Context: an optimization exercise on an open-source flow, tuned for small area and a short achievable clock period. The choices shown serve that exercise and are no tape-out recipe.
Function was checked by simulation only, so behaviour that the tests miss may differ from the original.

==> flow/design.v, too long to show whole: its modules and the start of the top module <==
// module qmult: 2383 lines
// module qmult_fa: 4 lines
// module qmult_xnor: 3 lines
// module qmult_or: 3 lines
module qmult #(
   parameter int Q = 15,
   parameter int N = 32
) (
   input  logic [N-1:0] a,
   input  logic [N-1:0] b,
   output logic [N-1:0] c,
   input  logic         clk,
   input  logic         rst,
   output logic [N-1:0] c_reg,
   output logic         ovr
);
  // ...
==> flow/run.sh <==
#!/bin/bash
# synth_recipe.tcl (not shown) runs the flow's synth.tcl, then flattens the netlist and writes it again
# the make line also repeats each setting of config.mk as NAME=value (left out here)
make -C /OpenROAD-flow-scripts/flow DESIGN_CONFIG=/design/flow/config.mk WORK_HOME=/design/flow/orfs CLKGATE_MAP_FILE= SYNTH_SCRIPT=/design/flow/synth_recipe.tcl finish
==> flow/config.mk <==
export PLATFORM = sky130hd
export DESIGN_NAME = qmult
export DESIGN_NICKNAME = qmult
export VERILOG_FILES = /design/flow/design.v
export SDC_FILE = /design/flow/constraint.sdc
export NUM_CORES = 4
export LEC_CHECK = 0
export CAP_MARGIN = 20
export CORE_MARGIN = 2
export CORE_UTILIZATION = 40
export SETUP_SLACK_MARGIN = 5
export SLEW_MARGIN = 20
export SYNTH_HIERARCHICAL = 1
export SYNTH_MINIMUM_KEEP_SIZE = 0
==> flow/constraint.sdc <==
create_clock -name core_clock -period 15.0 [get_ports {clk}]
set_input_delay 3.0000 -clock core_clock [delete_from_list [all_inputs] [get_ports {clk}]]
set_output_delay 3.0000 -clock core_clock [all_outputs]
set_load 0.01 [all_outputs]
==> out/results.ini, run 1 <==
[synth]
synth_area_um2 = 22200
synth_top_cell_area_share_pct = 66.7
synth_edf_count = 0
synth_top_area_cell = fa_1

[route]
wirelength_met1_mm = 31.3
drc = 0
routed.top_layer = met4
drtPass1Iterations = 7

[floorplan]
die_width_um = 240
die_area_um2 = 57500
ios = 131

[final_layout]
inv_count = 13
clkbuf_count = 5
seq_share_pct = 2.89
area_growth_pct = 28.3
ff_latch_area_um2 = 826
seq_cell_count = 33
layout-drive-gt1-share_pct = 26.9
buffer_area_share_pct = 16.6
post-route-util_pct = 51.9
insertedDiodeCount = 3
multi_input_area_um2 = 21800

[sta]
finalHoldViolations = 0
setup_tns_ns = 0
post-route-period-util_pct = 83.0

[clock_network]
cts_root_buffer = clkbuf_16
tritoncts = yes
cts_max_level = 2
max-clock-path-buffers = 2

[grt]
antenna_found_initial = 1

[worst_setup_path]
startpoint_type = input pin

[status]
outcome = complete, no violations

==> run 2, diff against run 1 <==
--- a/flow/config.mk
+++ b/flow/config.mk
@@ -8,7 +8,6 @@
 export CAP_MARGIN = 20
 export CORE_MARGIN = 2
 export CORE_UTILIZATION = 40
-export SETUP_SLACK_MARGIN = 5
 export SLEW_MARGIN = 20
 export SYNTH_HIERARCHICAL = 1
 export SYNTH_MINIMUM_KEEP_SIZE = 0
==> out/results.ini, run 2 <==
[worst_setup_path]
path_buf_inv = 4  ; was 7
crit_fanout = 24  ; was 5
startpoint_type = input pin  ; unchanged
cp_slowest_stage_delay_ns = 0.74  ; was 0.60 ns
critPathSlowestCell = clkdlybuf4s50_1  ; was fa_2
cp.arrival_ns = 11.46  ; was 9.45 ns
required_ns = 12.00  ; about the same
critPathKind = in2out  ; unchanged
crit_family = adder cells  ; unchanged
path_common_cell = fa_1  ; was fa_2
end_kind = primary output  ; unchanged
crit_chain = clkdlybuf4s50_1 > buf_4 > nand2_1 > fa_1 > fa_1 > fa_1 > fa_1 > fa_1 > fa_1 > fa_1 > fa_1 > ha_1 > nand2_1 > o21ai_0 > o21ai_0 > o21ai_0 > a21oi_1 > a211oi_2 > o21a_1 > o21a_2 > buf_4 > nand4_1 > clkdlybuf4s50_1

[synth]
async_reset_ff_share_pct = 100  ; unchanged
synth_seq_cells = 33  ; unchanged
yosysSeqAreaShare_pct = 3.71  ; unchanged
synthTopCellsByArea = fa_1 (67%), nand2_1 (15%), dfrtp_1 (3.7%)  ; unchanged
synth-main-ff-cell = dfrtp_1  ; unchanged
yosys-top-cells-count = nand2_1 (897), fa_1 (741), clkbuf_1 (156)  ; unchanged
netlist_instances = 2193  ; unchanged
synth_cell_types = 56  ; unchanged
syn_avg_cell_area_um2 = 10.1  ; unchanged
synth_area_um2 = 22200  ; unchanged
synth_edf_count = 0  ; unchanged
yosysMostFrequentCell = nand2_1  ; unchanged
synth_fp_nets = 3044  ; unchanged
synth_top_area_cell = fa_1  ; unchanged
synth_top_cell_area_share_pct = 66.7  ; unchanged
yosys_warnings = 7  ; unchanged

[place]
dp.cells = 3008  ; was 2,999
hpwl_mm = 65.7  ; was 63.9 mm
port_buffers = 130  ; unchanged
place.gp.congestion = 1.03  ; was 0.978

[run]
cap_violations = 0  ; unchanged

[route]
routedWlPerCell_um = 27.2  ; was 29.3 um
drtPass1Iterations = 6  ; was 7
vias = 17500  ; was 19,100
routed-wl-met2_mm = 39.3  ; was 41.9 mm
drtIter0Drc = 1715  ; was 2,156
drc = 0  ; unchanged
viasPerCell = 5.80  ; was 6.02
routed.top_layer = met4  ; unchanged
wirelength_mm = 82.0  ; was 92.9 mm
wl_met3_mm = 8.31  ; was 11.6 mm
ant_nets = 0  ; unchanged
wirelength_met1_mm = 29.7  ; was 31.3 mm

[clock_network]
cts_max_level = 2  ; unchanged
postCtsHoldBufs = 0  ; unchanged
ctsResizeCount = 0  ; was 619
cts_setup_buffers = 0  ; was 82
max-clock-path-buffers = 2  ; unchanged
cts.sink_count = 33  ; unchanged
clk_pin_slew_ns = 0.08  ; was 0.09 ns
tritoncts = yes  ; unchanged
cts_root_buffer = clkbuf_16  ; unchanged
numCtsBuffers = 5  ; unchanged

[sta]
worst_pin_slew_ns = 0.717  ; was 0.897 ns
setup_tns_ns = 0  ; unchanged
setup_viol = 0  ; unchanged
slew_violations = 0  ; unchanged
post-route-period-util_pct = 96.4  ; was 83.0%
finalHoldViolations = 0  ; unchanged
rsz0062_at_grt = false  ; was true
maxSlewHeadroom_pct = 51.9  ; was 39.8%
fmax_mhz = 69.2  ; was 80.3 MHz
layout_min_cycle_time_ns = 14.46  ; was 12.45 ns

[grt]
grt_pass1_wl_mm = 122  ; was 135 mm
grt_max_degree = 34  ; unchanged
grt_overflow = 0  ; unchanged
grtUsageTotal_pct = 29.4  ; was 32.7%
grt_pass1_vias = 19700  ; was 21,100
antenna_found_initial = 2  ; was 1

[status]
outcome = complete, no violations  ; unchanged

[hold_path]
hp-class = in2async  ; unchanged

[floorplan]
coreArea_um2 = 55000  ; unchanged
die_h_um = 240  ; unchanged
rows = 86  ; unchanged
ios = 131  ; unchanged
die_area_um2 = 57500  ; unchanged
die_width_um = 240  ; unchanged
initial_core_util_pct = 40.4  ; unchanged

[final_layout]
fin_cells = 3018  ; was 3,165
largest_reg_flops = 32  ; unchanged
layout-drive-gt1-share_pct = 6.00  ; was 26.9%
mostFrequentLayoutCell = nand2_1  ; unchanged
ff_latch_area_um2 = 826  ; unchanged
final_cell_mix = nand2_1 (897), fa_1 (741), clkdlybuf4s50_1 (130), buf_4 (116), xnor2_1 (51)  ; was nand2_1 (849), fa_1 (570), fa_2 (171), buf_4 (150), buf_6 (85)
area_growth_pct = 11.8  ; was 28.3%
fin_nets = 3118  ; was 3,264
multi_input_area_um2 = 20700  ; was 21,800 um^2
final.fill_count = 5178  ; was 4,776

-- run 2: cell counts after synthesis --
Identical to the previous run, type by type.
-- run 2: worst max-delay path by stage --
stage	slack, ns	to	cells past startpoint	startpoint
global placement	0.65	c[19]	22	b[1]
global route	0.22	c[19]	22	a[4]
finish	0.54	c[19]	23	a[14]
floorplan	2.44	c[6]	22	b[20]
detailed placement	0.60	c[19]	22	a[4]
CTS	0.59	c[19]	22	a[4]
-- run 2: final cells by class --
class / instances / area share (%)
multi-input cells: 1967 / 83.2
clock inverters: 3 / 0.186
well taps: 748 / 3.77
clock buffers: 5 / 0.503
diodes: 2 / 0.0201
flip-flops and latches: 33 / 3.32
repair buffers: 247 / 8.82
inverters: 13 / 0.196
-- run 2: cell families (layout without fill, tap and decap cells) --
| family | count (synthesis) | after routing | share of synthesized area [%] |
|---|---|---|---|
| xor gates and xnor gates | 61 | 61 | 2.40 |
| DFF | 33 | 33 | 3.71 |
| other | 0 | 2 | 0 |
| and+or+nand+nor | 995 | 995 | 17.6 |
| AOI/OAI and AO/OA | 126 | 126 | 3.83 |
| buffers and inverters | 193 | 268 | 3.31 |
| adders and majority gates | 785 | 785 | 69.2 |
-- run 2: per-module statistics from Yosys, one instance, submodules excluded --
module,cell area [um^2],cells inside,copies in the design
qmult_fa,20.0,1,741
qmult_or,6.26,1,30
qmult,6950,1391,1
qmult_xnor,8.76,1,31
-- run 2: per-layer routing --
layer  vias to the layer above  track usage (%)
li1                       6818                -
met1                      9229             37.7
met2                      1233             47.8
met3                       233             5.58
met4                         0             14.9
met5                         -                0
-- run 2: per-stage QoR --
stage	instance area, um^2	utilization, %	hold WS (ns)	setup WS (ns)
2_1_floorplan	22200	-	3.13	2.44
3_3_place_gp	24700	44.9	3.45	0.646
3_5_place_dp	24700	44.9	3.46	0.595
4_1_cts	24900	45.2	3.12	0.587
5_1_grt	24900	45.2	3.19	0.217
6_report	24900	45.2	3.11	0.540

afterwards: timing with drivers on the ports:
The results above use ideal ports. As a check the final layouts listed here were re-extracted and re-timed, cells and wires unchanged.
Step 1 (the two cells are an assumption about what drives the block):
set clk [get_ports {clk}]
set_driving_cell -lib_cell sky130_fd_sc_hd__clkbuf_16 $clk
set_driving_cell -lib_cell sky130_fd_sc_hd__buf_2 [delete_from_list [all_inputs] $clk]
Step 2 also shifts input and output timing later by t, the mid clock arrival at the registers, as if the neighbouring blocks saw the same clock.
a / b / c = ideal / step 1 / step 2; a / b = the first two.
| run | shift t [ns] | setup WS [ns] | worst hold slack (ns) | worst setup path at the end | worst data-port slew with drivers (ns) |
|---|---|---|---|---|---|
| run 1 | 0.362 | 2.547 / 2.500 / 2.500 | 3.102 / 3.069 / 3.431 | input to output | 0.10 |
| run 2 | 0.356 | 0.540 / 0.512 / 0.512 | 3.113 / 3.091 / 3.447 | input to output | 0.11 |
After both steps setup and hold are still met in every run listed. The setup slack of run 1, which loses most, moves by -0.047 ns with the drivers and by -0.047 ns with both steps.
